Source: an optimization exercise on an open RTL-to-GDS flow (aim: small area). Production flows keep margins and buffers that such runs may drop.
Function was checked by simulation only, so behaviour that the tests miss may differ from the original.
No activity file was given, so power comes from the tool's default toggle rates.

==> inputs of wip/ember <==
Design register_file_lm_19101664, start of the top module:
module register_file_lm_19101664 #(
  parameter int DATA_W = regfile_pkg::DATA_W,
  parameter int NREGS  = regfile_pkg::NUM_REGS
) (
  input  logic                           clk,
  input  logic                           rst_n,
  input  logic [4:0]                     readReg1_num,
  input  logic [4:0]                     readReg2_num,
  input  logic [4:0]                     writeRegnum,
  input  logic [DATA_W-1:0]              writeData,
  input  logic                           regWrite,
  output logic [DATA_W-1:0]              readData1,
  output logic [DATA_W-1:0]              readData2
);
==> module register_file_lm_19101664, before the edit <==
module register_file_lm_19101664 #(
  parameter int DATA_W = regfile_pkg::DATA_W,
  parameter int NREGS  = regfile_pkg::NUM_REGS
) (
  input  logic                           clk,
  input  logic                           rst_n,
  input  logic [4:0]                     readReg1_num,
  input  logic [4:0]                     readReg2_num,
  input  logic [4:0]                     writeRegnum,
  input  logic [DATA_W-1:0]              writeData,
  input  logic                           regWrite,
  output logic [DATA_W-1:0]              readData1,
  output logic [DATA_W-1:0]              readData2
);
  if (NREGS != regfile_pkg::NUM_REGS) begin : g_bad_nregs
    $error("register_file_lm_19101664: NREGS must be 32");
  end
  localparam int N = regfile_pkg::NUM_REGS;
  logic [N-1:1][DATA_W-1:0] r_data;
  logic [N-1:1][DATA_W-1:0] w_next;
  logic [N-1:1]             r_valid;
  logic [N-1:1]             w_we;
  logic [N-1:1]             w_we_n;
  logic [N-1:1] w_we_dec_n;
  for (genvar i = 1; i < N; i++) begin : g_we
    assign w_we_dec_n[i] = !(regWrite && (writeRegnum == i));
    regfile_inv u_ld   (.i_a(w_we_dec_n[i]), .o_y(w_we[i]));
    regfile_inv u_hold (.i_a(w_we[i]),       .o_y(w_we_n[i]));
  end
  always_ff @(posedge clk or negedge rst_n) begin
    if (!rst_n) begin
      r_valid <= '0;
    end else begin
      r_valid <= r_valid | w_we;
    end
  end
  for (genvar i = 1; i < N; i++) begin : g_word
    regfile_hold #(.DATA_W(DATA_W)) u_hold (
      .i_ld   (w_we[i]),
      .i_hold (w_we_n[i]),
      .i_wd   (writeData),
      .i_q    (r_data[i]),
      .o_d    (w_next[i])
    );
  end
  always_ff @(posedge clk) begin
    r_data <= w_next;
  end
  regfile_read_port #(.DATA_W(DATA_W)) u_rd_port1 (
    .i_regs    (r_data),
    .i_valid   (r_valid),
    .i_rd_addr (readReg1_num),
    .o_rd_data (readData1)
  );
  regfile_read_port #(.DATA_W(DATA_W)) u_rd_port2 (
    .i_regs    (r_data),
    .i_valid   (r_valid),
    .i_rd_addr (readReg2_num),
    .o_rd_data (readData2)
  );
endmodule
==> module regfile_inv, before the edit <==
module regfile_inv (
  input  logic i_a,
  output logic o_y
);
  assign o_y = ~i_a;
endmodule
export LEC_CHECK = 0
export CAP_MARGIN = 10
export CORE_MARGIN = 2
export CORE_UTILIZATION = 50
export PLACE_DENSITY = 0.7
export SLEW_MARGIN = 10
export SYNTH_HIERARCHICAL = 1
create_clock -name core_clock -period 8.0 [get_ports {clk}]
standard.sh (not shown) runs the stock make flow with config.mk's settings and CLKGATE_MAP_FILE= SYNTH_SCRIPT=/design/flow/synth_recipe.tcl, a recipe that flattens the netlist after the stock synthesis.
==> flow/flow/run.sh <==
#!/bin/bash
set -euo pipefail
W=$(pwd)
RES=$W/orfs/results/sky130hd/register_file_lm_19101664/base
ARGS=(
  "BUFFER_PORTS_ARGS=-buffer_cell sky130_fd_sc_hd__buf_1"
  "CTS_ARGS=-sink_clustering_enable -repair_clock_nets -buf_list sky130_fd_sc_hd__clkbuf_16 -dont_use_dummy_load -sink_clustering_size 25 -sink_clustering_max_diameter 100"
)
bash standard.sh synth > synth.log 2>&1
bash standard.sh "${ARGS[@]}" "$RES/3_3_place_gp.odb" > place_gp.log 2>&1
PLATFORM_DIR=$FLOW_HOME/platforms/sky130hd UPS_DB=$RES/3_3_place_gp.odb UPS_SDC=$RES/2_floorplan.sdc \
  openroad -no_init -exit flow/upsize.tcl > upsize.log 2>&1
bash standard.sh "${ARGS[@]}" finish > layout.log 2>&1
==> flow/flow/upsize.tcl <==
# Post global-placement clean-up: take out the fanout buffers that timing-driven
# placement put on the decoder nets and give their drivers a stronger size of
# the same cell instead, while the drivers' slew and load limits still hold.
# Any net still over a limit is left to the standard repair_design that follows.
read_liberty $::env(PLATFORM_DIR)/lib/sky130_fd_sc_hd__tt_025C_1v80.lib
read_db $::env(UPS_DB)
read_sdc $::env(UPS_SDC)
source $::env(PLATFORM_DIR)/setRC.tcl
if {[info exists ::env(DONT_USE_CELLS)]} { set_dont_use $::env(DONT_USE_CELLS) }
estimate_parasitics -placement

proc drive_of {name} {
  if {[regexp {_(\d+)$} $name -> n]} { return $n }
  return 0
}
# next stronger size of the same cell, or "" if none
proc next_size {cell} {
  regexp {^(.*)_(\d+)$} $cell -> base n
  set best ""
  set bestn 1000
  foreach lc [get_lib_cells ${base}_*] {
    set nm [get_name $lc]
    if {![regexp "^${base}_(\\d+)\$" $nm -> m]} continue
    if {[info exists ::env(DONT_USE_CELLS)] && [lsearch $::env(DONT_USE_CELLS) $nm] >= 0} continue
    if {$m > $n && $m < $bestn} { set best $nm; set bestn $m }
  }
  return $best
}

set bufs {}
foreach inst [get_cells place*] {
  set m [get_property $inst ref_name]
  if {[regexp {__buf_\d+$} $m]} { lappend bufs $inst }
}
puts "upsize: removing [llength $bufs] placement buffers"
set block [ord::get_db_block]
set nrem 0
foreach inst $bufs {
  set dbinst [$block findInst [get_name $inst]]
  set in_it [$dbinst findITerm A]
  set out_it [$dbinst findITerm X]
  set in_net [$in_it getNet]
  set out_net [$out_it getNet]
  if {$in_net eq "NULL" || $out_net eq "NULL"} continue
  # keep buffers that touch a port
  if {[llength [$out_net getBTerms]] || [llength [$in_net getBTerms]]} continue
  foreach it [$out_net getITerms] {
    if {[$it getInst] ne $dbinst} { $it disconnect; $it connect $in_net }
  }
  odb::dbInst_destroy $dbinst
  odb::dbNet_destroy $out_net
  incr nrem
}
puts "upsize: removed $nrem"
estimate_parasitics -placement

# Start every logic cell at its smallest size of the same function, so that
# only the drivers that need it end up larger.
proc smallest {cell} {
  if {![regexp {^(.*)_(\d+)$} $cell -> base n]} { return "" }
  set best ""
  set besta 1e9
  foreach lc [get_lib_cells ${base}_*] {
    set nm [get_name $lc]
    if {![regexp "^${base}_(\\d+)\$" $nm]} continue
    if {[info exists ::env(DONT_USE_CELLS)] && [lsearch $::env(DONT_USE_CELLS) $nm] >= 0} continue
    set a [get_property $lc area]
    if {$a < $besta} { set best $nm; set besta $a }
  }
  return $best
}
set ndown 0
foreach inst [get_cells *] {
  set cell [get_property $inst ref_name]
  if {[regexp {df|tap|fill|decap|conb|clkbuf|dly} $cell]} continue
  set sc [smallest $cell]
  if {$sc ne "" && $sc ne $cell} {
    set a0 [get_property [get_lib_cells $cell] area]
    set a1 [get_property [get_lib_cells $sc] area]
    if {$a1 < $a0} { replace_cell $inst $sc; incr ndown }
  }
}
puts "upsize: downsized $ndown"
estimate_parasitics -placement

# Upsize drivers whose output is over 80% of its slew or capacitance limit.
set limit_frac 0.8
for {set pass 0} {$pass < 6} {incr pass} {
  set changed 0
  foreach inst [get_cells *] {
    set cell [get_property $inst ref_name]
    if {[regexp {dfxtp|dfrtp|tap|fill|decap|conb} $cell]} continue
    foreach pin [get_pins -of_objects $inst -filter "direction == output"] {
      set net [get_nets -of_objects $pin]
      if {$net eq ""} continue
      set worst 0.0
      foreach ld [get_pins -of_objects $net -filter "direction == input"] {
        set s [get_property $ld slew_max]
        if {$s > $worst} { set worst $s }
      }
      set ps [get_property $pin slew_max]
      if {$ps > $worst} { set worst $ps }
      if {$worst > 1.5 * $limit_frac} {
        set nc [next_size $cell]
        if {$nc ne ""} {
          replace_cell $inst $nc
          incr changed
        }
      }
    }
  }
  puts "upsize: pass $pass resized $changed"
  if {$changed == 0} break
  estimate_parasitics -placement
}
write_db $::env(UPS_DB)
==> wip/delta (differences from wip/ember) <==
--- a/flow/design.v
+++ b/flow/design.v
@@ -81,11 +81,9 @@
   logic [N-1:1]             r_valid;
   logic [N-1:1]             w_we;
   logic [N-1:1]             w_we_n;
-  logic [N-1:1] w_we_dec_n;
   for (genvar i = 1; i < N; i++) begin : g_we
-    assign w_we_dec_n[i] = !(regWrite && (writeRegnum == i));
-    regfile_inv u_ld   (.i_a(w_we_dec_n[i]), .o_y(w_we[i]));
-    regfile_inv u_hold (.i_a(w_we[i]),       .o_y(w_we_n[i]));
+    assign w_we[i]   = regWrite && (writeRegnum == i);
+    assign w_we_n[i] = !w_we[i];
   end
   always_ff @(posedge clk or negedge rst_n) begin
     if (!rst_n) begin
@@ -119,12 +117,6 @@
     .o_rd_data (readData2)
   );
 endmodule
-module regfile_inv (
-  input  logic i_a,
-  output logic o_y
-);
-  assign o_y = ~i_a;
-endmodule
 module regfile_hold #(
   parameter int DATA_W = 32
 ) (
==> flow/flow/run.sh (replaced) <==
#!/bin/bash
set -euo pipefail
bash standard.sh synth > synth.log 2>&1
bash standard.sh \
  "BUFFER_PORTS_ARGS=-buffer_cell sky130_fd_sc_hd__buf_1" \
  "CTS_ARGS=-sink_clustering_enable -repair_clock_nets -buf_list sky130_fd_sc_hd__clkbuf_16 -dont_use_dummy_load -sink_clustering_size 25 -sink_clustering_max_diameter 100" \
  finish > layout.log 2>&1
Settings changed: PLACE_DENSITY 0.7 to unset.
removed: flow/flow/upsize.tcl
==> flow_summary.yaml <==
yosys:
  ys_seq_area_share_pct: 48.2
  ys_top_cells_by_count: "992 x dfxtp_1, 930 x a22o_1, 640 x a222oi_1, 315 x buf_6, 129 x nand4_1"
  synthTopCellsByArea: "dfxtp_1 46%, a22o_1 19%, a222oi_1 15%"
timing:
  max_freq_mhz: 158
  hold_ws_ns: 0.476
route:
  wl_met1_um: 70700
finish:
  multi_input_area_um2: 18400
  fin_nets: 3465
  syn2layout_area_growth_pct: 0.822
outcome:
  outcome: "complete, no violations"
worst_setup_path:
  max_stage_delay_ns: 1.09
global_route:
  grt_max_degree: 33
[end of results for wip/delta]
==> flow_summary.yaml <==
route:
  wl_met1_um: 62600
  vias: 37900
yosys:
  synthTopCellsByArea: "dfxtp_1 46%, a22o_1 19%, a222oi_1 15%"
  ys_seq_area_share_pct: 48.3
  ys_top_cells_by_count: "992 x dfxtp_1, 930 x a22o_1, 640 x a222oi_1, 316 x buf_6, 128 x nand4_1"
timing:
  max_freq_mhz: 154
finish:
  syn2layout_area_growth_pct: -1.96
  multi_input_area_um2: 18000
  fin_nets: 3354
outcome:
  outcome: "complete, no violations"
worst_setup_path:
  max_stage_delay_ns: 0.63
floorplan:
  die_w_um: 296
pwr:
  switchingPower_mw: 3.16
[end of results for wip/ember]

separate check: timing with driven ports:
No port has a modelled driver above. Below, the same layouts with a new extraction and two added sets of constraints. Step 1 assumes that a clkbuf_16 drives the clock port and a buf_2 every other input. Step 2, shift: input delay + t, output delay - t, t = (earliest + latest rising clock arrival at the registers) / 2. This alone moves slack from input paths to output paths. Slacks: ideal ports / drivers / drivers and shift; pairs: ideal ports / drivers.
run | shift t [ns] | setup WS [ns] | clock arrival spread, ns | worst data-port slew with drivers (ns) | pins driven straight from the clock port
wip/ember | 0.704 | 1.503 / 1.479 / 1.479 | 0.043 / 0.043 | 0.17 | 1
wip/delta | 0.706 | 1.662 / 1.634 / 1.634 | 0.049 / 0.049 | 0.11 | 1
After both steps every run listed still meets setup and hold. The setup slack of wip/delta, which loses most, moves by -0.028 ns with the drivers and by -0.028 ns with both steps.
